This design comes from an exercise in tuning for small area, a short achievable clock period and few clock cycles per item on the open sky130 flow, not from production work. Only simulation tests tie the RTL to the original design; equivalence was not proved. No activity file was given, so power comes from the tool's default toggle rates.

## the previous run
## online_linear_regression_fit
module online_linear_regression_fit (
  input  logic                             clk,
  input  logic                             rst_n,
  input  logic                             in_valid,
  output logic                             in_ready,
  input  logic [olr_pkg::X_BITS-1:0]       in_x_coord,
  input  logic signed [olr_pkg::Y_W-1:0]   in_y_value,
  output logic                             out_valid,
  input  logic                             out_ready,
  output logic signed [olr_pkg::RES_W-1:0] out_slope_value,
  output logic signed [olr_pkg::RES_W-1:0] out_offset_value,
  output logic                             out_fit_valid,
  output logic [olr_pkg::COUNT_BITS-1:0]   out_points_seen,
  output logic                             out_point_dropped
);
Size: about 17,000 cells after synthesis, ~140,000 um^2 of cells after synthesis.
clock: 9.0 ns
lec_check: 0
cap_margin: 20
core_margin: 2
core_utilization: 40
setup_slack_margin: 4
slew_margin: 20
run.sh (not shown) runs the stock make flow with config.mk's settings and CLKGATE_MAP_FILE= SYNTH_SCRIPT=/design/flow/synth_recipe.tcl, a recipe that flattens the netlist after the stock synthesis.
Testbench counts of the previous run, summed over its fixed seeds: cycles 9,332, items 1,024.
What the current run does differently from the previous run at the input level:
# the previous run
export LEC_CHECK = 0
export CAP_MARGIN = 20
export CORE_MARGIN = 2
export CORE_UTILIZATION = 40
export SETUP_SLACK_MARGIN = 4
export SLEW_MARGIN = 20
create_clock -name core_clock -period 9.0 [get_ports {clk}]
# the current run
export LEC_CHECK = 0
export CAP_MARGIN = 20
export CORE_MARGIN = 2
export CORE_UTILIZATION = 45
export SETUP_SLACK_MARGIN = 4.5
export SLEW_MARGIN = 20
create_clock -name core_clock -period 9.0 [get_ports {clk}]
Findings:
- Total power (lower): the previous run
- Compared with the previous run, the current run shows a depth of the worst register-to-register path that is 8 higher.
- In the route summary, the current run ends up with a via count exceeding that of the previous run.
- Looking at total die area across the current run and the previous run, the one that comes out higher is the previous run.
- Total global routing track utilization (lower): the previous run
- Number of antenna repair diodes delta for the current run relative to the previous run: 8 higher
- The current run vs the previous run, met3 global-route usage went up by 0.59 points.

## run 1
Another version of the RTL of online_linear_regression_fit (not shown whole).
For scale: about 130 I/O pins, about 110000 µm² of cells after synthesis.
Settings: LEC_CHECK=0, CAP_MARGIN=20, CORE_MARGIN=2, CORE_UTILIZATION=40, SLEW_MARGIN=20; clock period 9.0 ns.
Testbench counts of run 1, summed over its fixed seeds: cycles 17,552, items 1,024.
Input changes introduced in run 2 (baseline for comparison: run 1):
# run 1
export LEC_CHECK = 0
export CAP_MARGIN = 20
export CORE_MARGIN = 2
export CORE_UTILIZATION = 40
export SLEW_MARGIN = 20
create_clock -name core_clock -period 9.0 [get_ports {clk}]
# run 2
export LEC_CHECK = 0
export CAP_MARGIN = 20
export CORE_MARGIN = 2
export CORE_UTILIZATION = 40
export SETUP_SLACK_MARGIN = 5
export SLEW_MARGIN = 20
create_clock -name core_clock -period 9.0 [get_ports {clk}]
[summary]
For final area, dividing the value from run 1 by the value from run 2 gives 0.881. Summary of run 2 over run 1: final critical delay including setup and external delays has decreased; critical path depth has increased; detailed-route via count has increased; worst path setup slack after routing has increased; share of final layout cell area taken by non-clock buffers has increased.

== exp/sierra ==
online_linear_regression_fit with an RTL version that a note above also has.
Size: about 17000 cells after synthesis, roughly 1500 flip-flops, about 130 I/O pins.
Settings: LEC_CHECK=0, CAP_MARGIN=20, CORE_MARGIN=2, CORE_UTILIZATION=40, SETUP_SLACK_MARGIN=4.5, SLEW_MARGIN=20; clock period 9.0 ns.
Testbench counts of exp/sierra, summed over its fixed seeds: cycles 9,332, items 1,024.
The inputs of exp/willow differ from those of exp/sierra as listed below.
- swapping 4.5 for 4 in SETUP_SLACK_MARGIN
- swapping 40 for 50 in CORE_UTILIZATION
Notes after the runs:
exp/willow completed every stage of the flow, and the final layout passed the timing, design-rule and antenna checks. Sort exp/sierra and exp/willow by worst slack after detailed placement asc -> top: exp/sierra. On later-pin clock latency in the skew report, exp/sierra and exp/willow are basically level. On clock tree buffer count of the final layout, the higher figure sits with exp/willow, not exp/sierra. Relative area change from synthesis to final layout sits lower in exp/willow than in exp/sierra. Between exp/sierra and exp/willow, the total of fill cells in the finished design is higher for exp/sierra. Per the comparison of exp/willow with exp/sierra, final-layout worst hold slack did not really move; post-route DRC violation count level; worst setup slack decreased 0.25 ns; utilization +9.0 points; proportion of power drawn by flip-flops and latches saw an increase. Between exp/sierra and exp/willow, the data arrival time at the worst-slack endpoint is lower for exp/sierra.
The inputs of exp/indigo differ from those of exp/willow as listed below.
- SETUP_SLACK_MARGIN changed from 4 to 3
- CORE_UTILIZATION changed from 50 to 40
==> summary.txt <==
exp/indigo did not stop at any stage, and its layout met the timing, design-rule and antenna checks. No stage failed in exp/willow, and the final checks on the layout all came back clean. Final cell area: exp/indigo below exp/willow. Going from exp/willow to exp/indigo, worst hold slack grows by 0.013 ns. Row wire length on met1: exp/indigo higher / exp/willow lower.

[port drivers added, routing unchanged]
Ports are ideal in the flow. The routed layouts listed here were re-timed in OpenROAD. Step 1, drivers: a clkbuf_16 drives clk and a buf_2 each remaining input, both assumed. Step 2 also shifts input and output timing later by t, the mid clock arrival at the registers, as if the neighbouring blocks saw the same clock. a / b / c = no drivers / after step 1 / after step 2; a / b = the first two.
run | t (ns) | setup slack, ns | pins driven straight from the clock port
the previous run | 0.972 | 4.066 / 4.066 / 4.066 | 1
the current run | 0.994 | 4.334 / 4.334 / 4.334 | 1
run 1 | 0.916 | 2.014 / 2.014 / 2.014 | 1
run 2 | 0.928 | 3.959 / 3.959 / 3.959 | 1
exp/sierra | 0.978 | 4.273 / 4.273 / 4.273 | 1
exp/willow | 0.977 | 4.028 / 4.028 / 4.028 | 1
exp/indigo | 0.968 | 3.294 / 3.294 / 3.294 | 1
After both steps setup and hold are still met in every run listed.
